This design comes from an exercise in tuning for a short achievable clock period and few clock cycles per item on the open sky130 flow, not from production work. In this exercise RTL edits were held to simulation tests only and were not proved equivalent to the original. Power is estimated from default activity; no workload was simulated.

File: design/flow/design.v
package gbn_pkg;
	localparam int WINDOW_DEPTH_DEF  = 4;
	localparam int PENDING_DEPTH_DEF = 16;
	localparam int SEQ_W   = 32;
	localparam int TAG_W   = 6;
	localparam int LEN_W   = 7;
	localparam int LIMIT_W = 3;
	localparam logic [LIMIT_W-1:0] LIMIT_RESET = LIMIT_W'(4);
	localparam logic [1:0] ACT_SEND    = 2'd0;
	localparam logic [1:0] ACT_TIMEOUT = 2'd1;
	localparam logic [1:0] ACT_ACK     = 2'd2;
	typedef struct packed {
		logic [SEQ_W-1:0] seq;
		logic [TAG_W-1:0] tag;
		logic [LEN_W-1:0] len;
	} frame_t;
	typedef struct packed {
		logic shift;
		logic recirc;
		logic append;
	} win_ctrl_t;
endpackage
module go_back_n_sender_core #(
	parameter int WINDOW_DEPTH  = gbn_pkg::WINDOW_DEPTH_DEF,
	parameter int PENDING_DEPTH = gbn_pkg::PENDING_DEPTH_DEF
) (
	input  logic                         clk,
	input  logic                         arst_n,
	input  logic                         cfg_wr_en,
	input  logic [gbn_pkg::LIMIT_W-1:0]  cfg_wr_data,
	input  logic                         in_valid,
	output logic                         in_stall,
	input  logic [1:0]                   action,
	input  logic [gbn_pkg::SEQ_W-1:0]    frame_seq,
	input  logic [gbn_pkg::TAG_W-1:0]    frame_tag,
	input  logic [gbn_pkg::LEN_W-1:0]    frame_length,
	input  logic [gbn_pkg::SEQ_W-1:0]    ack_number,
	output logic                         out_valid,
	input  logic                         out_stall,
	output logic [gbn_pkg::SEQ_W-1:0]    out_seq,
	output logic [gbn_pkg::TAG_W-1:0]    out_tag,
	output logic [gbn_pkg::LEN_W-1:0]    out_length,
	output logic                         dropped,
	output logic                         last
);
	localparam int SEQ_W = gbn_pkg::SEQ_W;
	localparam int FW    = gbn_pkg::SEQ_W + gbn_pkg::TAG_W + gbn_pkg::LEN_W;
	localparam int RW    = 5;                 
	localparam int RING  = 1 << RW;           
	localparam int NK    = WINDOW_DEPTH + 1;  
	localparam int NC    = 2 * WINDOW_DEPTH;  
	localparam int DQW   = 4;                 
	localparam int DQD   = 1 << DQW;
	localparam int HW = SEQ_W / 2;
	function automatic logic [1:0] half_cmp(input logic [HW-1:0] a, input logic [HW-1:0] b);
		logic [HW-1:0] gt;
		logic [HW-1:0] eq;
		for (int i = 0; i < HW; i++) begin
			gt[i] = a[i] & !b[i];
			eq[i] = !(a[i] ^ b[i]);
		end
		for (int w = 1; w < HW; w = w * 2) begin
			for (int i = 0; i + w < HW; i = i + 2 * w) begin
				gt[i] = gt[i + w] | (eq[i + w] & gt[i]);
				eq[i] = eq[i + w] & eq[i];
			end
		end
		half_cmp = {gt[0], eq[0]};
	endfunction
	function automatic logic [2:0] seq_cmp(input logic [SEQ_W-1:0] a, input logic [SEQ_W-1:0] b);
		logic [1:0] hi;
		logic [1:0] lo;
		hi = half_cmp(a[SEQ_W-1:HW], b[SEQ_W-1:HW]);
		lo = half_cmp(a[HW-1:0], b[HW-1:0]);
		seq_cmp = {hi, lo[1]};
	endfunction
	function automatic logic [RING-1:0] rotl(input logic [RING-1:0] x, input int n);
		rotl = RING'({x, x} >> (RING - n));
	endfunction
	logic [gbn_pkg::LIMIT_W-1:0] limit_q;
	logic [WINDOW_DEPTH:1]       lim_h;      
	always_ff @(posedge clk or negedge arst_n) begin
		if (!arst_n) begin
			limit_q <= gbn_pkg::LIMIT_RESET;
		end else if (cfg_wr_en) begin
			limit_q <= cfg_wr_data;
		end
	end
	always_comb begin
		lim_h = '0;
		if (limit_q == '0) begin
			lim_h[1] = 1'b1;
		end else if (limit_q >= gbn_pkg::LIMIT_W'(WINDOW_DEPTH)) begin
			lim_h[WINDOW_DEPTH] = 1'b1;
		end else begin
			for (int l = 1; l < WINDOW_DEPTH; l++) begin
				lim_h[l] = (limit_q == gbn_pkg::LIMIT_W'(l));
			end
		end
	end
	logic [FW-1:0]          ring [RING];
	logic [RING-1:0]        head_h;     
	logic [RW-1:0]          head_b;     
	logic [RING-1:0]        tail_h;     
	logic [NK-1:0]          win_h;      
	logic [PENDING_DEPTH:1] bl_t;       
	logic                   i_v;
	logic [1:0]             i_act;
	logic [FW-1:0]          i_fr;
	logic [WINDOW_DEPTH:1]  i_lim;
	logic [2:0]             i_cmp [RING];  
	logic                   p_send;     
	logic                   p_tmo;      
	logic                   p_ackt;     
	logic [NK-1:0]          p_room [NK];  
	logic [WINDOW_DEPTH-1:0] p_le;      
	logic                   accept;
	logic                   stall_q;
	logic                   p_wr;       
	logic                   full;
	logic                   i_wr;       
	logic [RING-1:0]        i_slot;     
	assign accept   = in_valid && !stall_q;
	assign in_stall = stall_q;
	assign full     = bl_t[PENDING_DEPTH];
	assign p_wr     = p_send && !full;
	assign i_wr     = i_v && (i_act == gbn_pkg::ACT_SEND);
	assign i_slot   = p_wr ? rotl(tail_h, 1) : tail_h;
	always_ff @(posedge clk or negedge arst_n) begin
		if (!arst_n) begin
			i_v    <= 1'b0;
			p_send <= 1'b0;
			p_tmo  <= 1'b0;
			p_ackt <= 1'b0;
		end else begin
			i_v    <= accept;
			p_send <= i_v && (i_act == gbn_pkg::ACT_SEND);
			p_tmo  <= i_v && (i_act == gbn_pkg::ACT_TIMEOUT);
			p_ackt <= i_v && (i_act == gbn_pkg::ACT_ACK);
		end
	end
	always_ff @(posedge clk) begin
		i_act <= action;
		i_fr  <= {frame_seq, frame_tag, frame_length};
		i_lim <= lim_h;
		for (int s = 0; s < RING; s++) begin
			if (i_wr && i_slot[s]) begin
				i_cmp[s] <= seq_cmp(i_fr[FW-1 -: SEQ_W], ack_number);
			end else begin
				i_cmp[s] <= seq_cmp(ring[s][FW-1 -: SEQ_W], ack_number);
			end
		end
	end
	always_ff @(posedge clk) begin
		for (int s = 0; s < RING; s++) begin
			if (i_wr && i_slot[s]) begin
				ring[s] <= i_fr;
			end
		end
	end
	logic [NC-1:0]          le_i;
	logic [RING-1:0]        i_le;       
	always_comb begin
		for (int s = 0; s < RING; s++) begin
			i_le[s] = !(i_cmp[s][2] || (i_cmp[s][1] && i_cmp[s][0]));
		end
		for (int j = 0; j < NC; j++) begin
			le_i[j] = (rotl(head_h, j) & i_le) != '0;
		end
	end
	logic [NK-1:0]          room_i [NK];
	always_comb begin
		for (int v = 0; v < NK; v++) begin
			room_i[v] = '0;
			if (i_v && (i_act == gbn_pkg::ACT_SEND || i_act == gbn_pkg::ACT_ACK)) begin
				for (int l = 1; l < NK; l++) begin
					room_i[v][(l > v) ? l - v : 0] = room_i[v][(l > v) ? l - v : 0] | i_lim[l];
				end
			end else begin
				room_i[v] = NK'(1);
			end
		end
	end
	always_ff @(posedge clk) begin
		for (int v = 0; v < NK; v++) begin
			p_room[v] <= room_i[v];
		end
	end
	logic [WINDOW_DEPTH:0]   run;        
	logic [NK-1:0]           kh;         
	logic [NK-1:0]           bms_h;      
	logic [PENDING_DEPTH:0]  bm_t;       
	logic [NK-1:0]           bs_h;       
	logic [PENDING_DEPTH:0]  bs_t;       
	logic [2:0]              win_bin;
	logic [RW-1:0]           hb_plus [NK];  
	logic [NK-1:0]           o_room [NK];
	logic [NK-1:0]           o_m    [NK];
	logic [NK-1:0]           o_win  [NK];
	logic [PENDING_DEPTH:1]  o_bl   [NK];
	logic [2:0]              o_cnt  [NK];
	logic                    o_push [NK];
	logic [NK-1:0]           n_win;
	logic [PENDING_DEPTH:1]  n_bl;
	logic [RING-1:0]         n_head;
	logic [RW-1:0]           n_headb;
	logic [WINDOW_DEPTH-1:0] n_le;
	logic                    d_push;
	logic [RW-1:0]           d_start;
	logic [RW-1:0]           d_hd;
	logic [2:0]              d_cnt;
	logic                    d_drop;
	logic                    d_zero;
	always_comb begin
		bm_t = p_wr ? {bl_t[PENDING_DEPTH-1:1], 2'b11} : {bl_t, 1'b1};
		bs_t = {bl_t, 1'b1};
		for (int b = 0; b < NK; b++) begin
			bms_h[b] = (b == NK - 1) ? bm_t[b] : (bm_t[b] && !bm_t[b+1]);
			bs_h[b]  = (b == NK - 1) ? bs_t[b] : (bs_t[b] && !bs_t[b+1]);
		end
		win_bin = '0;
		for (int w = 0; w < NK; w++) begin
			win_bin = win_bin | ({3{win_h[w]}} & 3'(w));
		end
		for (int n = 0; n < NK; n++) begin
			hb_plus[n] = head_b + RW'(n);
		end
		for (int kk = 0; kk < NK; kk++) begin
			o_room[kk] = '0;
			for (int v = 0; v + kk < NK; v++) begin
				o_room[kk] = o_room[kk] | ({NK{win_h[v + kk]}} & p_room[v]);
			end
			o_m[kk] = '0;
			for (int r = 0; r < NK; r++) begin
				for (int b = 0; b < NK; b++) begin
					o_m[kk][(r < b) ? r : b] = o_m[kk][(r < b) ? r : b]
						| (o_room[kk][r] & ((kk == 0) ? bms_h[b] : bs_h[b]));
				end
			end
			o_win[kk] = '0;
			for (int v = 0; v + kk < NK; v++) begin
				for (int j = 0; v + j < NK; j++) begin
					o_win[kk][v + j] = o_win[kk][v + j] | (win_h[v + kk] & o_m[kk][j]);
				end
			end
			o_bl[kk] = '0;
			for (int r = 0; r < NK; r++) begin
				o_bl[kk] = o_bl[kk] | ({PENDING_DEPTH{o_room[kk][r]}}
					& PENDING_DEPTH'(((kk == 0) ? bm_t[PENDING_DEPTH:1] : bs_t[PENDING_DEPTH:1]) >> r));
			end
			o_cnt[kk] = '0;
			for (int j = 0; j < NK; j++) begin
				o_cnt[kk] = o_cnt[kk] | ({3{o_m[kk][j]}} & 3'(j));
			end
			if (p_send && o_room[kk][0]) o_cnt[kk] = 3'd1;
			if (p_tmo) o_cnt[kk] = win_bin;
			o_push[kk] = (p_send && (full || !o_room[kk][0]))
			             || (p_ackt && !o_room[kk][0] && bl_t[1])
			             || (p_tmo && !win_h[0]);
		end
		d_start = '0;
		for (int w = 0; w < NK; w++) begin
			d_start = d_start | ({RW{win_h[w] && !p_tmo}} & hb_plus[w]);
		end
		d_start = d_start | ({RW{p_tmo}} & head_b);
		d_hd    = head_b;
		d_drop  = p_send && full;
		d_zero  = p_send && full && o_room[0][0];
	end
	always_comb begin
		run[0] = 1'b1;
		for (int i = 0; i < WINDOW_DEPTH; i++) begin
			run[i+1] = run[i] & p_le[i] & p_ackt & ((win_h >> (i + 1)) != '0);
		end
		for (int kk = 0; kk < NK - 1; kk++) begin
			kh[kk] = run[kk] & !run[kk+1];
		end
		kh[NK-1] = run[NK-1];
		n_win   = '0;
		n_bl    = '0;
		n_head  = '0;
		n_headb = '0;
		n_le    = '0;
		d_cnt   = '0;
		d_push  = 1'b0;
		for (int kk = 0; kk < NK; kk++) begin
			n_win   = n_win   | ({NK{kh[kk]}} & o_win[kk]);
			n_bl    = n_bl    | ({PENDING_DEPTH{kh[kk]}} & o_bl[kk]);
			n_head  = n_head  | ({RING{kh[kk]}} & rotl(head_h, kk));
			n_headb = n_headb | ({RW{kh[kk]}} & hb_plus[kk]);
			n_le    = n_le    | ({WINDOW_DEPTH{kh[kk]}} & le_i[kk +: WINDOW_DEPTH]);
			d_cnt   = d_cnt   | ({3{kh[kk]}} & o_cnt[kk]);
			d_push  = d_push  | (kh[kk] & o_push[kk]);
		end
	end
	always_ff @(posedge clk or negedge arst_n) begin
		if (!arst_n) begin
			head_h <= RING'(1);
			head_b <= '0;
			tail_h <= RING'(1);
			win_h  <= NK'(1);
			bl_t   <= '0;
		end else begin
			head_h <= n_head;
			head_b <= n_headb;
			if (p_wr) tail_h <= rotl(tail_h, 1);
			win_h  <= n_win;
			bl_t   <= n_bl;
		end
	end
	always_ff @(posedge clk) begin
		p_le <= n_le;
	end
	localparam int DW = RW + 3 + 1 + 1 + RW;
	logic [DW-1:0]     dq_e [DQD];        
	logic [DQD-1:0]    dq_wp;
	logic [DQD-1:0]    dq_rp;
	logic [DQD-1:1]    dq_t;              
	logic              dq_pop;
	logic [DW-1:0]     dq_head;
	logic [RW-1:0]     dqh_start;
	logic [2:0]        dqh_cnt;
	logic              dqh_drop;
	logic              dqh_zero;
	logic [RW-1:0]     dqh_hd;
	logic [DQD-1:1]    dq_t_push;         
	logic [DQD-1:1]    dq_t_keep;         
	always_ff @(posedge clk) begin
		for (int i = 0; i < DQD; i++) begin
			if (dq_wp[i]) dq_e[i] <= {d_start, d_cnt, d_drop, d_zero, d_hd};
		end
	end
	always_comb begin
		dq_head = '0;
		for (int i = 0; i < DQD; i++) begin
			dq_head = dq_head | ({DW{dq_rp[i]}} & dq_e[i]);
		end
		dq_t_push = dq_pop ? dq_t : {dq_t[DQD-2:1], 1'b1};
		dq_t_keep = dq_pop ? {1'b0, dq_t[DQD-1:2]} : dq_t;
	end
	assign {dqh_start, dqh_cnt, dqh_drop, dqh_zero, dqh_hd} = dq_head;
	always_ff @(posedge clk or negedge arst_n) begin
		if (!arst_n) begin
			dq_wp <= DQD'(1);
			dq_rp <= DQD'(1);
			dq_t  <= '0;
		end else begin
			if (d_push) dq_wp <= {dq_wp[DQD-2:0], dq_wp[DQD-1]};
			if (dq_pop) dq_rp <= {dq_rp[DQD-2:0], dq_rp[DQD-1]};
			dq_t <= d_push ? dq_t_push : dq_t_keep;
		end
	end
	logic              g_v;
	logic [RING-1:0]   g_ptr;             
	logic [2:0]        g_rem;
	logic              g_drop;
	logic              g_last;
	logic [RW-1:0]     g_hd;
	logic [FW-1:0]     g_rd;
	logic              out_free;
	logic              g_done;
	logic              out_v_q;
	logic [FW-1:0]     out_fr_q;
	logic              out_drop_q;
	logic              out_last_q;
	always_comb begin
		g_rd = '0;
		for (int s = 0; s < RING; s++) begin
			g_rd = g_rd | ({FW{g_ptr[s]}} & ring[s]);
		end
	end
	assign out_free = !out_v_q || !out_stall;
	assign g_last   = (g_rem == 3'd1);
	assign g_done   = out_free && (!g_v || g_last);
	assign dq_pop   = g_done && dq_t[1];
	always_ff @(posedge clk or negedge arst_n) begin
		if (!arst_n) begin
			g_v     <= 1'b0;
			out_v_q <= 1'b0;
		end else if (out_free) begin
			out_v_q <= g_v;
			if (!g_v || g_last) begin
				g_v <= dq_t[1];
			end
		end
	end
	always_ff @(posedge clk) begin
		if (g_done) begin
			for (int s = 0; s < RING; s++) begin
				g_ptr[s] <= (dqh_start == RW'(s)) && !dqh_zero;
			end
			g_rem  <= dqh_cnt;
			g_drop <= dqh_drop;
			g_hd   <= dqh_hd;
		end else if (out_free) begin
			g_ptr <= rotl(g_ptr, 1);
			g_rem <= g_rem - 1'b1;
		end
	end
	always_ff @(posedge clk) begin
		if (out_free) begin
			out_fr_q   <= g_rd;
			out_drop_q <= g_drop;
			out_last_q <= g_last;
		end
	end
	assign out_valid  = out_v_q;
	assign out_seq    = out_fr_q[FW-1 -: SEQ_W];
	assign out_tag    = out_fr_q[gbn_pkg::TAG_W+gbn_pkg::LEN_W-1 -: gbn_pkg::TAG_W];
	assign out_length = out_fr_q[gbn_pkg::LEN_W-1:0];
	assign dropped    = out_drop_q;
	assign last       = out_last_q;
	logic              old_v_q;
	logic [RW-1:0]     old_hd_q;
	logic [RING-1:0]   old_hd_h;
	logic [RING-1:0]   near_tail;
	logic              hz_q;
	always_ff @(posedge clk or negedge arst_n) begin
		if (!arst_n) begin
			old_v_q <= 1'b0;
		end else begin
			old_v_q <= g_v || dq_t[1];
		end
	end
	always_ff @(posedge clk) begin
		old_hd_q <= g_v ? g_hd : dqh_hd;
	end
	always_comb begin
		for (int s = 0; s < RING; s++) begin
			old_hd_h[s] = (old_hd_q == RW'(s));
		end
		near_tail = '0;
		for (int x = 1; x <= 5; x++) begin
			near_tail = near_tail | rotl(tail_h, x);
		end
	end
	always_ff @(posedge clk or negedge arst_n) begin
		if (!arst_n) begin
			hz_q    <= 1'b0;
			stall_q <= 1'b0;
		end else begin
			hz_q    <= old_v_q && (old_hd_h & near_tail) != '0;
			stall_q <= dq_t[DQD - 4] || hz_q;
		end
	end
endmodule
File: design/flow/standard.sh
#!/bin/bash
# synth_recipe.tcl (not shown) runs the flow's synth.tcl, then flattens the netlist and writes it again
# the make line also repeats each setting of config.mk as NAME=value (left out here)
make -C /OpenROAD-flow-scripts/flow DESIGN_CONFIG=/design/flow/config.mk WORK_HOME=/design/flow/orfs CLKGATE_MAP_FILE= SYNTH_SCRIPT=/design/flow/synth_recipe.tcl "${@:-finish}"
File: design/flow/constraint.sdc
create_clock -name core_clock -period 4.5 [get_ports {clk}]
set_input_delay 0.9000 -clock core_clock [delete_from_list [all_inputs] [get_ports {clk}]]
set_output_delay 0.9000 -clock core_clock [all_outputs]
set_load 0.01 [all_outputs]
File: design/flow/flow/run.sh
#!/bin/bash
# The standard layout (standard.sh: ORFS from the standard synthesis to
# finish), with one change: the port buffers that placement inserts are a
# plain buf_4 instead of the cell buffer_ports picks by default (a slow
# clkdlybuf4s50). Every port is still buffered. The make output goes to
# flow_make.log; ORFS keeps each step's log under orfs/logs/.
set -euo pipefail
export BUFFER_PORTS_ARGS="-buffer_cell sky130_fd_sc_hd__buf_4"
bash standard.sh > flow_make.log 2>&1
File: design/flow/config.mk
export PLATFORM = sky130hd
export DESIGN_NAME = go_back_n_sender_core
export DESIGN_NICKNAME = go_back_n_sender_core
export VERILOG_FILES = /design/flow/design.v
export SDC_FILE = /design/flow/constraint.sdc
export NUM_CORES = 4
export LEC_CHECK = 0
export ABC_CLOCK_PERIOD_IN_PS = 1000
export CAP_MARGIN = 20
export CORE_MARGIN = 2
export CORE_UTILIZATION = 45
export SETUP_SLACK_MARGIN = 2.3
export SLEW_MARGIN = 20
export TNS_END_PERCENT = 10
==> results of run 1 <==
worst max path at each step:
stage | slack, ns | to
2_1_floorplan | 1.43 | i_cmp[16][2]
3_3_place_gp | 0.27 | i_cmp[4][0]
3_5_place_dp | 0.64 | i_cmp[21][0]
4_1_cts | 1.88 | out_fr_q[42]
5_1_grt | 1.81 | out_fr_q[41]
6_report | 1.81 | out_fr_q[41]
layout make-up:
| cell class | instances | share of cell area (%) |
|---|---|---|
| diodes | 21 | 0.0430 |
| clock buffers | 294 | 4.98 |
| clock inverters | 125 | 1.19 |
| inverters | 93 | 0.343 |
| multi-input cells | 4928 | 33.7 |
| flip-flops and latches | 2082 | 49.3 |
| well taps | 2975 | 3.04 |
| repair buffers | 825 | 7.43 |
cells by family (layout without fill, tap and decap cells):
logic type      after synthesis  in the layout  share of synthesized area [%]
mux                          91             91                          0.934
buf+inv                     487           1337                           1.85
fa+ha+maj                  1030           1030                           12.8
other cells                   0             21                              0
flops                      2082           2082                           59.7
compound gates             2481           2482                           18.0
xor+xnor                      7              7                         0.0609
simple gates               1310           1318                           6.66
metal layers:
metal  vias up  track usage (%)
met3      1348             9.13
li1      32200                -
met4        18             20.8
met2      6394             52.8
met5         -                0
met1     40000             49.5
synth_stat cells (18+ instances only):
cell       instances  area (um2)
nor2_1           225         845
nand4_1          290        1810
a31oi_1           37         231
nand2_1          334        1250
o31a_1            19         166
nand3_1          151         756
mux2i_1           67         671
edfxtp_1        1768       53100
a21oi_1          314        1570
mux2_2            24         270
o21a_1            91         683
a2111oi_0         48         420
a22o_1           196        1720
o22ai_1           28         175
or4_1             54         405
o21ai_0          226        1130
dfxtp_1          165        3300
and2_1            35         219
inv_1             92         345
o21bai_1          40         300
a211o_1           33         289
dfrtp_1          143        3580
a221oi_1         180        1580
ha_1            1030       12900
buf_1             66         248
a22oi_1          772        5800
nor4_1            60         375
a211oi_1          44         330
clkbuf_1         314        1180
or2_2             19         119
a222oi_1          72         721
nor3_1            32         160
o211ai_1          25         188
a21o_1           258        1940
and3b_1           18         158
nor2b_1           45         282
placed cells by master (no fill, tap or decap), types with 37 or more instances in the layout:
master,synthesis,final
a22oi_1,772,743
nor2_4,0,39
dfxtp_1,165,124
a22o_1,196,188
edfxtp_1,1768,1768
nand4_1,290,290
o21ai_0,226,199
buf_12,0,117
nand2_1,334,320
nand3_1,151,140
buf_6,2,82
nor4_1,60,55
mux2i_1,67,60
a221oi_1,180,129
o21bai_1,40,38
ha_1,1030,1013
a221oi_2,0,47
buf_4,2,556
clkbuf_16,0,247
a211oi_1,44,39
a222oi_1,72,72
a21o_1,258,255
o21a_1,91,91
dfrtp_1,143,101
nor2b_1,45,42
a21oi_1,314,272
a31oi_1,37,37
clkinv_2,0,45
nor2_1,225,179
inv_1,92,72
clkbuf_1,314,48
through the flow:
stage / power (W) / utilization, % / hold WS (ns) / area, um2
floorplan: 0.0251 / - / 0.400 / 101000
CTS: 0.0481 / 53.3 / 0.0404 / 118000
global route: 0.0509 / 55.0 / 0.0647 / 122000
finish: 0.0501 / 55.0 / 0.0681 / 122000
global placement: 0.0287 / 48.4 / 0.410 / 108000
detailed placement: 0.0288 / 48.4 / 0.413 / 108000
flip-flops by register name (all words and copies together) (netlist names), 9 cells and up:
register	cells
out_fr_q	45
ring	1440
i_cmp	96
dq_rp	16
dq_e	240
head_h	32
bl_t	16
tail_h	32
p_room	9
i_fr	45
dq_wp	16
g_ptr	32
dq_t	15
repair_timing:
item	CTS	global route
pin swaps	52	132
hold endpoints to repair	0	0
gates cloned	20	35
gates resized for setup	339	475
setup endpoints to repair	1895	1451
buffers inserted	150	161
worst max-delay path, delay by kind of cell, from the launching register on:
| family | cells | cell delay [ns] |
|---|---|---|
| AOI/OAI and AO/OA | 2 | 0.68 |
| and+or+nand+nor | 2 | 0.84 |
| DFF | 1 | 0.48 |
| buffers and inverters | 1 | 0.23 |
report_power, final:
group / total [W] / internal [W] / switching (W)
Combinational: 0.00939 / 0.00309 / 0.00630
Sequential: 0.0216 / 0.0212 / 0.000380
Clock: 0.0191 / 0.0110 / 0.00813
Total: 0.0501 / 0.0353 / 0.0148
==> impl_results.md, run 1 <==
- Hold Crit Class: in2async
- Peak supply drop: 0.422 mV
- WL met2: 187,000 um
- Multi-input combinational cell area: 41,200 um2
- Routed wire length: 448,000 um
- RSZ-0062 raised after global routing: true
- Fin cells: 11,300
- Outcome: complete, no violations
- Core ar.: 222,000 um2
- Share of layout cells above drive strength 1: 20.0%
- Yosys warning total: 13
- Die height: roughly 480 um
- Area of the die: 228,000 um2
- Hold Violations, Final: 0
- Syn Nets: about 8,600
- Largest net degree at the start of global routing: 79
- Max Cap Viol: 0
- Gpl congestion: 1.00
- Worst reg2reg path endpoint: out_fr_q[41]
- Total congestion overflow: 0
- CP startpoint kind: register
- Critical Path Start: g_ptr[28]
- Io pins: between 100 and 150
- Initial antenna violation count: 27
- Dpl cells: 10,500
- Worst-Margin Slew: 1.14 ns
- WL met3: 59,200 um
- First-pass GRT wire length: 587,000 um
- Hold Buf Count CTS: 0
- Drt drc: 0
- Pwr Density: between 400 and 500 nW/um2
- Mapped cell area: 101,000 um2
- Tmin final: ~2.7 ns
- Flops & latches, synth: 2,082
- CP required: approximately 5.1 ns
- Post-Route Setup TNS: 0 ns
- Initial Util: 45.3%
- Clock Tree Buf Depth: 3
- Dpl ws: 0.636 ns
- CTS tree: done
- Peak fanout along the critical path: 35
- Wire length on met1: 169,000 um
- Worst reg2reg startpoint: g_ptr[28]
- Filler cell count: 18,100
- Main flop type after synthesis: edfxtp_1
- Critical Path Slowest Stage Cell: or4_1
- DR WL/cell: 39.5 um
- Worst slew margin: roughly a quarter
- CTS clk-pin slew, worst paths: 0.07 ns
- Die width: roughly 480 um
- Slew Viols, Final: 0
- Fin worst setup slack: 1.81 ns
- Leak Pwr: 45.4 nW
- R2R setup slack: around 1.8 ns
- Final period util: 59.9%
- Syn avg cell area: 13.5 um2
- CP cell instances: buf_12 -> a22o_1 -> a221oi_1 -> nand3_1 -> or4_1
- Post-DRT Antenna Nets: 0
- Final setup fails: 0
- H-tree depth: 4
- Global-route usage over all layers: ~36%
- Skew-Pair Late Insertion Delay: 0.92 ns
- Post-synth EDFFs: 1,768
- CP peak stage delay: 0.62 ns
- Root Driver: clkbuf_16
- Drt pass-1 iters: 14
- Sequential area share after synthesis: 59.7%
- Reg2Reg Depth: 5
- Synth cell types: 80
- Setup CP Type: reg2reg
- Area delta synth->final: 21.5%
- Max Freq: 371 MHz
- Vias in the first global route: 73,700
- Reg area: 60,300 um2
- Ys async rst share: 7.16%
- TritonCTS Buffers: 220
- Vias per inst: 7.06
- Port Buffer Count: 135
- Mapped Cells: 7,488
- Worst EP arrival: 3.29 ns
- Nets: 9,267
- Setup crit end kind: register
- Num rows: between 150 and 200
- Routed vias: 80,000
- Hpwl dp: 273,000 um
- Top Layer Used: met5
- Fin Clk Skew: 0.107 ns
- Clk sinks: 2,082
- DRT iter0 DRCs: 14,500
Testbench counts, summed over its fixed seeds: cycles 2,531, items 2,400.
==> run 2: changes to the inputs <==
--- a/design/flow/design.v
+++ b/design/flow/design.v
@@ -104,6 +104,7 @@
 	logic [RING-1:0]        tail_h;     
 	logic [NK-1:0]          win_h;      
 	logic [PENDING_DEPTH:1] bl_t;       
+	logic [PENDING_DEPTH:1] n_bl;       
 	logic                   i_v;
 	logic [1:0]             i_act;
 	logic [FW-1:0]          i_fr;
@@ -123,18 +124,19 @@
 	assign accept   = in_valid && !stall_q;
 	assign in_stall = stall_q;
 	assign full     = bl_t[PENDING_DEPTH];
-	assign p_wr     = p_send && !full;
 	assign i_wr     = i_v && (i_act == gbn_pkg::ACT_SEND);
 	assign i_slot   = p_wr ? rotl(tail_h, 1) : tail_h;
 	always_ff @(posedge clk or negedge arst_n) begin
 		if (!arst_n) begin
 			i_v    <= 1'b0;
 			p_send <= 1'b0;
+			p_wr   <= 1'b0;
 			p_tmo  <= 1'b0;
 			p_ackt <= 1'b0;
 		end else begin
 			i_v    <= accept;
 			p_send <= i_v && (i_act == gbn_pkg::ACT_SEND);
+			p_wr   <= i_v && (i_act == gbn_pkg::ACT_SEND) && !n_bl[PENDING_DEPTH];
 			p_tmo  <= i_v && (i_act == gbn_pkg::ACT_TIMEOUT);
 			p_ackt <= i_v && (i_act == gbn_pkg::ACT_ACK);
 		end
@@ -201,7 +203,6 @@
 	logic [2:0]              o_cnt  [NK];
 	logic                    o_push [NK];
 	logic [NK-1:0]           n_win;
-	logic [PENDING_DEPTH:1]  n_bl;
 	logic [RING-1:0]         n_head;
 	logic [RW-1:0]           n_headb;
 	logic [WINDOW_DEPTH-1:0] n_le;
@@ -359,7 +360,8 @@
 	logic [FW-1:0]     g_rd;
 	logic              out_free;
 	logic              g_done;
-	logic              out_v_q;
+	logic              out_v_q;           
+	logic              out_idle_q;        
 	logic [FW-1:0]     out_fr_q;
 	logic              out_drop_q;
 	logic              out_last_q;
@@ -369,16 +371,18 @@
 			g_rd = g_rd | ({FW{g_ptr[s]}} & ring[s]);
 		end
 	end
-	assign out_free = !out_v_q || !out_stall;
+	assign out_free = out_idle_q || !out_stall;
 	assign g_last   = (g_rem == 3'd1);
 	assign g_done   = out_free && (!g_v || g_last);
 	assign dq_pop   = g_done && dq_t[1];
 	always_ff @(posedge clk or negedge arst_n) begin
 		if (!arst_n) begin
 			g_v     <= 1'b0;
-			out_v_q <= 1'b0;
+			out_v_q    <= 1'b0;
+			out_idle_q <= 1'b1;
 		end else if (out_free) begin
-			out_v_q <= g_v;
+			out_v_q    <= g_v;
+			out_idle_q <= !g_v;
 			if (!g_v || g_last) begin
 				g_v <= dq_t[1];
 			end
--- a/design/flow/config.mk
+++ b/design/flow/config.mk
@@ -11,4 +11,4 @@
 export CORE_UTILIZATION = 45
 export SETUP_SLACK_MARGIN = 2.3
 export SLEW_MARGIN = 20
-export TNS_END_PERCENT = 10
+export TNS_END_PERCENT = 30
==> run 2 against run 1 <==
Against the previous run:
- power grew 15%
- clock skew shrank 0.024 ns
- sequential share of layout area shrank 1.8 points
- clock power is essentially flat
- fmax grew 2.5%
- clock-buffer cell count shrank 32
- critical path type unchanged
- largest cell class unchanged
==> impl_results.md, run 2 <==
- Outcome: complete, no violations (unchanged)
- CP required: 5.16 ns (was 5.10 ns)
- Dpl ws: 0.341 ns (was 0.636 ns)
- Top-count cell post-synth: edfxtp_1 (unchanged)
- Worst reg2reg path endpoint: dq_e[3][7] (was out_fr_q[41])
- Vias in the first global route: 75,300 (was 73,700)
- Hpwl dp: 283,000 um (was 273,000 um)
- Worst slew margin: 19.3% (was 23.7%)
- Mapped Cells: 7,413 (was 7,488)
- H-tree depth: 4 (unchanged)
- Area delta synth->final: 26.7% (was 21.5%)
- Global-route usage over all layers: 39.4% (was 36.4%)
- Drt drc: 0 (unchanged)
- Setup crit end kind: register (unchanged)
- Biggest register: ring (unchanged)
- DRT iter0 DRCs: 15,200 (was 14,500)
- Sequential area share after synthesis: 60.0% (was 59.7%)
- Largest register FFs: 1,440 (unchanged)
- Synth top area cells: edfxtp_1 53%, ha_1 13%, a22oi_1 5.9% (was edfxtp_1 53%, ha_1 13%, a22oi_1 5.8%)
- DP Area: 107,000 um2 (was 108,000 um2)
- Max Freq: 380 MHz (was 371 MHz)
- Hold Violations, Final: 0 (unchanged)
- CTS clk-pin slew, worst paths: 0.07 ns (about the same)
- Core ar.: 222,000 um2 (about the same)
- Share of layout cells above drive strength 1: 27.0% (was 20.0%)
- Mapped cell area: 100,000 um2 (was 101,000 um2)
- Num rows: 173 (unchanged)
- Max Cap Viol: 0 (unchanged)
- Root Driver: clkbuf_16 (unchanged)
- Peak fanout along the critical path: 17 (was 35)
- Ys async rst share: 7.25% (was 7.16%)
- Final instance area: 127,000 um2 (was 122,000 um2)
- CP startpoint kind: register (unchanged)
- Worst reg2reg startpoint: bl_t[4] (was g_ptr[28])
- Leak Pwr: 47.6 nW (was 45.4 nW)
- Clock Tree Buf Depth: 3 (unchanged)
- Worst-Margin Slew: 1.21 ns (was 1.14 ns)
- TritonCTS Buffers: 222 (was 220)
- Port Buffer Count: 135 (unchanged)
- Drt pass-1 iters: 10 (was 14)
- First-pass GRT wire length: 626,000 um (was 587,000 um)
- Leading cell type in the layout, fill and taps excluded: edfxtp_1 (unchanged)
- Flops & latches, synth: 2,084 (was 2,082)
- Synth top area share: 52.9% (was 52.7%)
- Io pins: 136 (unchanged)
- Clk sinks: 2,084 (was 2,082)
- Final setup fails: 0 (unchanged)
- R2R setup slack: 1.87 ns (was 1.81 ns)
- Area of the die: 227,000 um2 (was 228,000 um2)
- Vias per inst: 7.21 (was 7.06)
- Setup CP Type: reg2reg (unchanged)
- Die height: 476 um (was 477 um)
- Largest net degree at the start of global routing: 85 (was 79)
- Fin Clk Skew: 0.0829 ns (was 0.107 ns)
- RSZ-0062 raised after global routing: true (unchanged)
- Die width: 476 um (was 477 um)
- Commonest cells post-synth: 1,768 x edfxtp_1, 1,030 x ha_1, 785 x a22oi_1 (was 1,768 x edfxtp_1, 1,030 x ha_1, 772 x a22oi_1)
- Main flop type after synthesis: edfxtp_1 (unchanged)
- Syn Nets: 8,530 (was 8,605)
- Pwr Density: 451 nW/um2 (was 409 nW/um2)
- Total congestion overflow: 0 (unchanged)
- Fin worst setup slack: 1.87 ns (was 1.81 ns)
- Worst EP arrival: 3.29 ns (about the same)
- Yosys warning total: 13 (unchanged)
- Slew Viols, Final: 0 (unchanged)
- Post-DRT Antenna Nets: 0 (unchanged)
- Synth cell types: 83 (was 80)
- Peak supply drop: 0.573 mV (was 0.422 mV)
- Synth area leader: edfxtp_1 (unchanged)
- Tmin final: 2.63 ns (was 2.69 ns)
- Reg2Reg Depth: 8 (was 5)
- Most frequent cells in the layout: 1,768 x edfxtp_1, 1,003 x ha_1, 660 x a22oi_1 (was 1,768 x edfxtp_1, 1,013 x ha_1, 743 x a22oi_1)
- Largest registers: ring: 1440 flops, dq_e: 240 flops, i_cmp: 96 flops (unchanged)
- CTS tree: done (unchanged)
- DR WL/cell: 41.9 um (was 39.5 um)
- Initial antenna violation count: 34 (was 27)
- Post-Route Setup TNS: 0 ns (unchanged)
- Skew-Pair Late Insertion Delay: 0.93 ns (was 0.92 ns)
- Initial Util: 45.2% (was 45.3%)
- Final period util: 58.4% (was 59.9%)
- Routed wire length: 481,000 um (was 448,000 um)
- Gpl congestion: 1.03 (was 1.00)
- Routed vias: 82,700 (was 80,000)
- Post-synth EDFFs: 1,768 (unchanged)
- Nets: 9,405 (was 9,267)
- Hold_ws: 0.00653 ns (was 0.0681 ns)
- Syn avg cell area: 13.5 um2 (about the same)
- Hold Crit Class: in2async (unchanged)
[run 2: per-stage QoR]
stage	std cells	util, %	power [W]
2_1_floorplan	7413	-	0.0269
3_3_place_gp	10400	48.1	0.0326
3_5_place_dp	10400	48.1	0.0327
4_1_cts	11200	54.2	0.0529
5_1_grt	11500	57.2	0.0579
6_report	11500	57.3	0.0574
[run 2: how the worst max path moves through the flow]
| stage | from | end | slack [ns] | depth (start not counted) |
|---|---|---|---|---|
| 5_1_grt | bl_t[4] | dq_e[3][7] | 1.83 | 8 |
| 6_report | bl_t[4] | dq_e[3][7] | 1.87 | 8 |
| 2_1_floorplan | out_stall | g_ptr[12] | 1.17 | 8 |
| 3_5_place_dp | ack_number[1] | i_cmp[30][0] | 0.34 | 11 |
| 4_1_cts | i_cmp[17][0] | p_le[3] | 1.94 | 6 |
| 3_3_place_gp | ack_number[2] | i_cmp[25][0] | 0.17 | 9 |
[run 2: timing repair]
action,CTS,global route
endpoints found under the hold margin,0,0
gates resized for setup,584,889
cloned,67,34
pin swaps,99,286
hold buffers,0,0
setup buffers,240,253
setup endpoints to repair,1901,1257
[run 2: metal layers]
metal	up-vias	GRT usage, %	share of wire (%)
li1	32400	-	-
met1	41000	51.0	35
met2	7385	57.3	42
met3	1845	10.8	14
met4	30	27.5	9.3
met5	-	0	0.054
[run 2: power breakdown]
part	leakage (nW)	total [W]	internal [W]	switching [W]
combinational	25.1	0.0164	0.00587	0.0105
sequential	18.8	0.0219	0.0214	0.000520
clock	3.64	0.0191	0.0107	0.00834
[run 2: cell families (layout without fill, tap and decap cells)]
logic type | after synthesis | after routing | share of synthesized area, %
buffers and inverters | 497 | 1546 | 1.90
xor gates and xnor gates | 5 | 5 | 0.0511
and+or+nand+nor | 1147 | 1162 | 5.94
muxes | 88 | 88 | 0.949
adders and majority gates | 1030 | 1030 | 12.8
other | 0 | 13 | 0
AOI/OAI and AO/OA | 2562 | 2566 | 18.4
DFF | 2084 | 2084 | 60.0
[run 2: critical path, cell delays in order (launching register included)]
cell and delay (ns):
dfrtp_2 0.59, buf_4 0.31, inv_1 0.13, and2_1 0.16
o21ai_2 0.23, a31oi_2 0.15, a2111oi_4 0.46, a21oi_4 0.17
buf_6 0.19
[run 2: layout make-up]
cell class              count  area [um2]
diodes                     13        32.5
flip-flops and latches   2084       60400
repair buffers           1026       12200
repair inverters            8        67.6
fillers                 17500       94900
multi-input cells        4851       42600
well taps                2975        3720
clock buffers             262        5860
clock inverters           155        1680
inverters                  95         692
Testbench counts of run 2, summed over its fixed seeds: cycles 2,531, items 2,400.

==> re-timing with driven ports <==
The flow's constraints put no driver on any port. The routed layouts listed below were extracted and timed again, unchanged, in two steps. Step 1 sets driving cells, clkbuf_16 on the clock port and buf_2 on the other inputs (assumed; they add their load-dependent delay and slew). Step 2 adds t to the input delays and takes it off the output delays; t is the mean of the earliest and latest rising clock arrival at the registers after step 1. Input paths then give back, and output paths get back, about the clock's delay inside the block. Three values: ideal, step 1, step 2; two values: the first two.
run	t, ns	setup slack, ns	worst hold slack (ns)	slew at the worst register clock pin (ns)	worst data-port slew with drivers (ns)	cell pins on the clock port's net
run 1	0.962	1.805 / 1.805 / 1.006	0.068 / 0.015 / 0.424	0.07 / 0.07	0.07	1
run 2	0.982	1.871 / 1.871 / 1.065	0.007 / -0.027 / 0.423	0.07 / 0.07	0.17	1
After both steps every run listed still meets setup and hold. For run 2, which loses most, drivers alone change the setup slack by 0.000 ns; drivers and shift together by -0.806 ns.
